What follows belongs to an exercise in optimizing a design on an open flow for small area and few clock cycles; a production flow would make more cautious choices. Only simulation tests tie the RTL to the original design; equivalence was not proved.

<file path="design.v">
`timescale 1ns / 1ps
`timescale 1ns / 1ps
module rgbd_front
(
    input  logic        clk,
    input  logic        rst_n,
    input  logic        accept,
    input  logic [1:0]  cmd_func,
    input  logic [23:0] cmd_colour,
    input  logic        cfg_valid,
    input  logic        cfg_addr,
    input  logic [15:0] cfg_data,
    output logic        produce,     
    output logic        show_wave,   
    output logic        show_cmd,    
    output logic [7:0]  wave_idx,    
    output logic [20:0] half_base    
);
    localparam logic [1:0] FUNC_TICK  = 2'd0;
    localparam logic [1:0] FUNC_SET   = 2'd1;
    localparam logic [1:0] FUNC_BLINK = 2'd2;
    localparam logic [1:0] FUNC_PULSE = 2'd3;
    logic [15:0] blink_time_reg;
    logic [15:0] pulse_step_reg;
    logic        blink_on_reg;
    logic        pulse_on_reg;
    logic [15:0] acc_reg;
    logic [20:0] half_base_reg;
    logic [15:0] acc_sum;
    logic        blink_end;
    logic        colour_zero;
    assign acc_sum     = acc_reg + (blink_on_reg ? 16'd1 : pulse_step_reg);
    assign blink_end   = (acc_sum >= blink_time_reg);
    assign colour_zero = (cmd_colour == 24'd0);
    assign wave_idx    = acc_sum[15:8];
    assign half_base   = half_base_reg;
    always_comb
    begin
        produce   = 1'b0;
        show_wave = 1'b0;
        show_cmd  = 1'b0;
        case (cmd_func)
            FUNC_TICK:
            begin
                produce   = blink_on_reg ? blink_end : pulse_on_reg;
                show_wave = !blink_on_reg;
            end
            FUNC_PULSE:
                produce   = colour_zero;
            default:
            begin
                produce   = 1'b1;
                show_cmd  = 1'b1;
            end
        endcase
    end
    always_ff @(posedge clk or negedge rst_n)
    begin
        if (!rst_n)
        begin
            blink_time_reg <= 16'd200;
            pulse_step_reg <= 16'd33;
        end
        else if (cfg_valid)
        begin
            if (cfg_addr) pulse_step_reg <= cfg_data;
            else          blink_time_reg <= cfg_data;
        end
    end
    always_ff @(posedge clk or negedge rst_n)
    begin
        if (!rst_n)
        begin
            blink_on_reg <= 1'b0;
            pulse_on_reg <= 1'b0;
        end
        else if (accept)
        begin
            case (cmd_func)
                FUNC_TICK:
                    if (blink_on_reg && blink_end) blink_on_reg <= 1'b0;
                FUNC_SET:
                    ;
                FUNC_BLINK:
                begin
                    blink_on_reg <= 1'b1;
                    pulse_on_reg <= 1'b0;
                end
                default:
                begin
                    blink_on_reg <= 1'b0;
                    pulse_on_reg <= !colour_zero;
                end
            endcase
        end
    end
    always_ff @(posedge clk)
    begin
        if (accept)
        begin
            case (cmd_func)
                FUNC_TICK:  acc_reg <= acc_sum;
                FUNC_SET:   ;
                FUNC_BLINK: acc_reg <= 16'h0000;
                default:    acc_reg <= 16'h8000;
            endcase
            if (cmd_func == FUNC_PULSE)
                half_base_reg <= {cmd_colour[23:17], cmd_colour[15:9], cmd_colour[7:1]};
        end
    end
endmodule
`timescale 1ns / 1ps
module rgbd_back
(
    input  logic [6:0]  h,       
    input  logic [13:0] w,       
    input  logic [15:0] w3,      
    input  logic        neg,     
    output logic [7:0]  level
);
    function automatic logic [15:0] sel(input logic [1:0] dig);
        case (dig)
            2'd0:    sel = 16'd0;
            2'd1:    sel = {2'd0, w};
            2'd2:    sel = {1'd0, w, 1'b0};
            default: sel = w3;
        endcase
    endfunction
    logic [15:0] p0;
    assign p0 = sel(h[1:0]);
    logic [15:0] p1;
    assign p1 = sel(h[3:2]);
    logic [15:0] p2;
    assign p2 = sel(h[5:4]);
    logic [13:0] p3;
    assign p3 = h[6] ? w : 14'd0;
    logic [15:0] acc;
    logic [6:0]  d;
    assign acc   = 16'(p0[15:6]) + 16'(p1[15:4]) + 16'(p2[15:2]) + 16'(p3) + 16'd129;
    assign d     = acc[14:8];
    assign level = neg ? {1'b0, h} - {1'b0, d} : {1'b0, h} + {1'b0, d};
endmodule
module rgbd_slope
(
    input  logic [7:0]  k,       
    output logic [13:0] w,
    output logic [15:0] w3,
    output logic        neg
);
    function automatic logic [13:0] slope_rom(input logic [6:0] j);
        case (j)
            7'd0  : slope_rom = 14'd16383;
            7'd1  : slope_rom = 14'd16378;
            7'd2  : slope_rom = 14'd16364;
            7'd3  : slope_rom = 14'd16339;
            7'd4  : slope_rom = 14'd16304;
            7'd5  : slope_rom = 14'd16260;
            7'd6  : slope_rom = 14'd16206;
            7'd7  : slope_rom = 14'd16141;
            7'd8  : slope_rom = 14'd16069;
            7'd9  : slope_rom = 14'd15985;
            7'd10 : slope_rom = 14'd15892;
            7'd11 : slope_rom = 14'd15791;
            7'd12 : slope_rom = 14'd15679;
            7'd13 : slope_rom = 14'd15556;
            7'd14 : slope_rom = 14'd15425;
            7'd15 : slope_rom = 14'd15285;
            7'd16 : slope_rom = 14'd15135;
            7'd17 : slope_rom = 14'd14978;
            7'd18 : slope_rom = 14'd14810;
            7'd19 : slope_rom = 14'd14634;
            7'd20 : slope_rom = 14'd14448;
            7'd21 : slope_rom = 14'd14256;
            7'd22 : slope_rom = 14'd14052;
            7'd23 : slope_rom = 14'd13842;
            7'd24 : slope_rom = 14'd13622;
            7'd25 : slope_rom = 14'd13395;
            7'd26 : slope_rom = 14'd13160;
            7'd27 : slope_rom = 14'd12916;
            7'd28 : slope_rom = 14'd12664;
            7'd29 : slope_rom = 14'd12406;
            7'd30 : slope_rom = 14'd12139;
            7'd31 : slope_rom = 14'd11865;
            7'd32 : slope_rom = 14'd11584;
            7'd33 : slope_rom = 14'd11297;
            7'd34 : slope_rom = 14'd11002;
            7'd35 : slope_rom = 14'd10702;
            7'd36 : slope_rom = 14'd10393;
            7'd37 : slope_rom = 14'd10079;
            7'd38 : slope_rom = 14'd9759;
            7'd39 : slope_rom = 14'd9434;
            7'd40 : slope_rom = 14'd9102;
            7'd41 : slope_rom = 14'd8765;
            7'd42 : slope_rom = 14'd8423;
            7'd43 : slope_rom = 14'd8075;
            7'd44 : slope_rom = 14'd7722;
            7'd45 : slope_rom = 14'd7366;
            7'd46 : slope_rom = 14'd7005;
            7'd47 : slope_rom = 14'd6639;
            7'd48 : slope_rom = 14'd6270;
            7'd49 : slope_rom = 14'd5896;
            7'd50 : slope_rom = 14'd5519;
            7'd51 : slope_rom = 14'd5139;
            7'd52 : slope_rom = 14'd4756;
            7'd53 : slope_rom = 14'd4369;
            7'd54 : slope_rom = 14'd3981;
            7'd55 : slope_rom = 14'd3589;
            7'd56 : slope_rom = 14'd3196;
            7'd57 : slope_rom = 14'd2801;
            7'd58 : slope_rom = 14'd2403;
            7'd59 : slope_rom = 14'd2005;
            7'd60 : slope_rom = 14'd1606;
            7'd61 : slope_rom = 14'd1205;
            7'd62 : slope_rom = 14'd803;
            7'd63 : slope_rom = 14'd402;
            7'd64 : slope_rom = 14'd0;
            default: slope_rom = 14'd0;
        endcase
    endfunction
    logic [6:0] j;
    assign j   = k[6] ? 7'd64 - {1'b0, k[5:0]} : {1'b0, k[5:0]};
    assign neg = k[7] ^ k[6];
    assign w   = slope_rom(j);
    assign w3  = {2'd0, w} + {1'd0, w, 1'b0};
endmodule
`timescale 1ns / 1ps
module rgb_led_blink_breathe_driver
(
    input  logic       clk,
    input  logic       rst_n,
    input  logic       cmd_valid,
    output logic       cmd_ready,
    input  logic [1:0] cmd_func,
    input  logic [7:0] cmd_red,
    input  logic [7:0] cmd_green,
    input  logic [7:0] cmd_blue,
    input  logic        cfg_valid,
    output logic        cfg_ready,
    input  logic        cfg_addr,
    input  logic [15:0] cfg_data,
    output logic       led_valid,
    input  logic       led_ready,
    output logic [7:0] led_duty_red,
    output logic [7:0] led_duty_green,
    output logic [7:0] led_duty_blue
);
    logic        accept;
    logic [23:0] cmd_colour;
    logic        produce, show_wave, show_cmd;
    logic [7:0]  wave_idx;
    logic [20:0] half_base;
    logic [14-1:0] slope;
    logic [14+1:0] slope3;
    logic        neg;
    logic [2:0][7:0] level;
    logic [23:0] colour;
    logic        out_v_reg;
    logic [23:0] duty_reg;
    assign cmd_ready  = !out_v_reg || led_ready;
    assign cfg_ready  = 1'b1;
    assign accept     = cmd_valid && cmd_ready;
    assign cmd_colour = {cmd_blue, cmd_green, cmd_red};
    rgbd_front u_front (
        .clk        (clk),
        .rst_n      (rst_n),
        .accept     (accept),
        .cmd_func   (cmd_func),
        .cmd_colour (cmd_colour),
        .cfg_valid  (cfg_valid),
        .cfg_addr   (cfg_addr),
        .cfg_data   (cfg_data),
        .produce    (produce),
        .show_wave  (show_wave),
        .show_cmd   (show_cmd),
        .wave_idx   (wave_idx),
        .half_base  (half_base)
    );
    rgbd_slope u_slope (
        .k   (wave_idx),
        .w   (slope),
        .w3  (slope3),
        .neg (neg)
    );
    for (genvar ch = 0; ch < 3; ch++)
    begin : g_ch
        rgbd_back u_back (
            .h     (half_base[ch*7 +: 7]),
            .w     (slope),
            .w3    (slope3),
            .neg   (neg),
            .level (level[ch])
        );
    end
    assign colour = show_wave ? level
                  : show_cmd || (cmd_func == 2'd3) ? cmd_colour
                  : 24'd0;
    always_ff @(posedge clk or negedge rst_n)
    begin
        if (!rst_n)
            out_v_reg <= 1'b0;
        else if (cmd_ready)
            out_v_reg <= cmd_valid && produce;
    end
    always_ff @(posedge clk)
    begin
        if (cmd_ready) duty_reg <= ~colour;
    end
    assign led_valid      = out_v_reg;
    assign led_duty_red   = duty_reg[7:0];
    assign led_duty_green = duty_reg[15:8];
    assign led_duty_blue  = duty_reg[23:16];
endmodule
</file>
<file path="run.sh">
#!/bin/bash
# synth_recipe.tcl (not shown) runs the flow's synth.tcl, then flattens the netlist and writes it again
# the make line also repeats each setting of config.mk as NAME=value (left out here)
make -C /OpenROAD-flow-scripts/flow DESIGN_CONFIG=/design/flow/config.mk WORK_HOME=/design/flow/orfs CLKGATE_MAP_FILE= SYNTH_SCRIPT=/design/flow/synth_recipe.tcl finish
</file>
<file path="config.mk">
export PLATFORM = sky130hd
export DESIGN_NAME = rgb_led_blink_breathe_driver
export DESIGN_NICKNAME = rgb_led_blink_breathe_driver
export VERILOG_FILES = /design/flow/design.v
export SDC_FILE = /design/flow/constraint.sdc
export NUM_CORES = 4
export LEC_CHECK = 0
export CAP_MARGIN = 20
export CORE_MARGIN = 2
export CORE_UTILIZATION = 40
export SLEW_MARGIN = 20
export SYNTH_HIERARCHICAL = 1
</file>
<file path="constraint.sdc">
create_clock -name core_clock -period 6.0 [get_ports {clk}]
set_input_delay 1.2000 -clock core_clock [delete_from_list [all_inputs] [get_ports {clk}]]
set_output_delay 1.2000 -clock core_clock [all_outputs]
set_load 0.01 [all_outputs]
</file>
==> metrics.md <==
| Metric | Value |
|---|---|
| Clk_skew | `0.0111 ns` |
| Synth Instances | `1667` |
| CTS buffer count | `9` |
| Largest register FFs | `24` |
| Fill count | `3303` |
| Vias in the first global route | `14.7k` |
| Crit. End Element | `flop` |
| Die height | `199 um` |
| Max-cap violations | `0` |
| CP max stage cell | `fa_2` |
| Top cell by count, worst path | `buf_4` |
| Via count | `14.2k` |
| Cells after DPL | `2518` |
| Final wirelength | `47400 um` |
| Die W | `199 um` |
| Finished Layout Cells | `2583` |
| CTS tree | `done` |
| Share of cells above drive strength 1 | `0.374` |
| Required @ worst endpoint | `6.09 ns` |
| # hold bufs at CTS | `0` |
| Endpoints failing hold | `0` |
| Hold-critical path endpoint | `u_front.pulse_step_reg[14]` |
| Status | `failed layout checks` |
| Initial antenna violation count | `0` |
| WP data arrival | `11.05 ns` |
| DP HPWL | `35300 um` |
| Reg-to-reg slack, setup | `-4.96 ns` |
| Max-slew violations | `0` |
| WL per Instance | `18.4 um` |
| Global-route wire length before repair | `76800 um` |
| Yosys warning count | `10` |
| RR Startpoint | `u_front.blink_on_reg` |
| Crit path max fanout | `6` |
| Crit path largest cell delay | `0.53 ns` |
| PortBufs | `73` |
| Initial core utilization | `0.405` |
| ANT nets after route | `0` |
| CP Launch Type | `flop` |
| Reg2Reg Depth | `57` |
| Final cycle utilization of the critical path | `1.83` |
| Routability cong. | `0.932` |
| Synthesized Nets | `1956` |
| Avg Vias per Cell | `5.50` |
| Std-Cell Rows | `71` |
| Clk pin slew, worst setup/hold paths | `0.07 ns` |
| Worst Hold Class | `reg2reg` |
| Avg Cell Area, Syn | `9.13 sq um` |
| Critical path class | `reg2reg` |
| DRT Pass-1 Iters | `5` |
| Critical path origin | `u_front.blink_on_reg` |
| Synthesized area | `15200 sq um` |
| Remaining DRCs | `0` |
| Placeable core region | `37600 sq um` |
| Hold_sp | `u_front.pulse_step_reg[14]` |
| Root buf cell | `clkbuf_16` |
| Final WS setup | `-4.96 ns` |
| Hold path depth | `1` |
| RSZ-0062 raised after global routing | `yes` |
| Num ports | `75` |
| Worst slew pin tran | `0.947 ns` |
| # clock sinks | `96` |
| Worst r2r dst | `duty_reg[7]` |
| Crit path time final | `10.96 ns` |
| Total gr overflow | `0` |
| Largest net degree at the start of global routing | `36` |
| H-tree depth | `3` |
| ANT cells | `0` |
| Die area | `39600 sq um` |
| CTS Buffer Depth | `2` |
| Area delta synth->final | `37.7%` |
| Nets | `2356` |
| Clock Latency Late Sink | `0.37 ns` |
| Final setup viols | `24` |
| GRT Total Usage | `0.242` |
| Max_slew headroom | `0.368` |
| DRT iter0 DRCs | `762` |
| Peak Freq | `0.0912 GHz` |
| SO Faults | `negative setup slack` |
[worst max path at each step]
stage	endpoint	slack [ns]	cells past startpoint
global route	duty_reg[7]	-5.44	55
detailed placement	duty_reg[7]	-5.03	51
CTS	duty_reg[7]	-4.82	54
global placement	duty_reg[7]	-4.88	50
floorplan	duty_reg[15]	-4.89	52
finish	duty_reg[7]	-4.96	57
[critical path, delay by kind of cell (launching register included)]
family                     cells  cell delay, ns
AOI/OAI and AO/OA             24            3.74
adders and majority gates     11            3.12
and+or+nand+nor                8            1.43
buffers and inverters         10            1.18
DFF                            1            0.43
muxes                          2            0.43
xor gates and xnor gates       2            0.34
[metrics by stage]
| stage | worst slack [ns] | cell area [sq um] | TNS [ns] | util | hold slack, ns |
|---|---|---|---|---|---|
| after global placement | -4.88 | 19400 | -104.73 | 0.516 | 0.480 |
| after global routing | -5.44 | 21000 | -118.14 | 0.558 | 0.511 |
| final | -4.96 | 21000 | -107.63 | 0.558 | 0.503 |
| after CTS | -4.82 | 20400 | -104.32 | 0.543 | 0.501 |
| after detailed placement | -5.03 | 19400 | -106.63 | 0.516 | 0.486 |
| after floorplan | -4.89 | 15700 | -101.71 | - | 0.471 |
[repair_timing]
| action | in CTS | in global routing |
|---|---|---|
| buffers inserted | 35 | 17 |
| pin swaps | 118 | 74 |
| setup endpoints to repair | 24 | 24 |
| gates resized for setup | 84 | 81 |
[area by class of cell]
type / instances / area [sq um] / share of cell area
inverter: 123 / 470 / 0.0224
multi-input combinational: 1363 / 12900 / 0.615
tap: 511 / 639 / 0.0305
timing repair buffer: 474 / 3930 / 0.187
clock buffer: 13 / 293 / 0.0140
clock inverter: 3 / 26.3 / 0.00125
sequential: 96 / 2710 / 0.129
[metal layers]
metal	global-route usage	routed length (um)	up-vias
met4	0.0785	1160	0
met2	0.410	22800	366
met3	0.0272	1980	76
met1	0.323	21500	6900
met5	0	0	-
li1	-	-	6862
[placed cells by master, fill, tap and decap left out, types with 20 or more instances in the layout]
cell,n
a22o_1,46
o21ai_0,62
a21oi_2,20
ha_4,23
fa_1,57
dfrtp_1,30
inv_1,104
nand3_1,24
and2_1,46
nor2_1,62
buf_6,22
mux2i_1,42
o211ai_1,23
xor2_1,26
edfxtp_1,61
buf_4,370
mux2_2,83
nor2b_1,64
nand2_1,124
clkdlybuf4s50_1,72
nand2b_1,22
ha_1,146
a21o_1,20
a21oi_1,51
a22oi_2,21
a22oi_1,23
xnor2_1,29
Testbench counts, summed over its fixed seeds: cycles 20,208.

## port drivers added, routing unchanged
In the flow no input, the clock included, has a driving cell. The finished layout below was timed again as built, in two steps.
Step 1 (the two cells are an assumption about what drives the block):
set clk [get_ports {clk}]
set_driving_cell -lib_cell sky130_fd_sc_hd__clkbuf_16 $clk
set_driving_cell -lib_cell sky130_fd_sc_hd__buf_2 [delete_from_list [all_inputs] $clk]
Step 2 moves the port delays by t, midway between the first and last clock arrival at a register: inputs arrive t later, outputs are due t later. That takes back most of the time a late clock gives input paths.
Three values: no drivers, after step 1, after step 2; two values: the first two.
t (ns): 0.413
slack for setup (ns): -4.963 / -4.963 / -4.963
clock arrival spread, ns: 0.013 / 0.013
For this run, drivers alone change the setup slack by 0.000 ns; drivers and shift together by 0.000 ns.
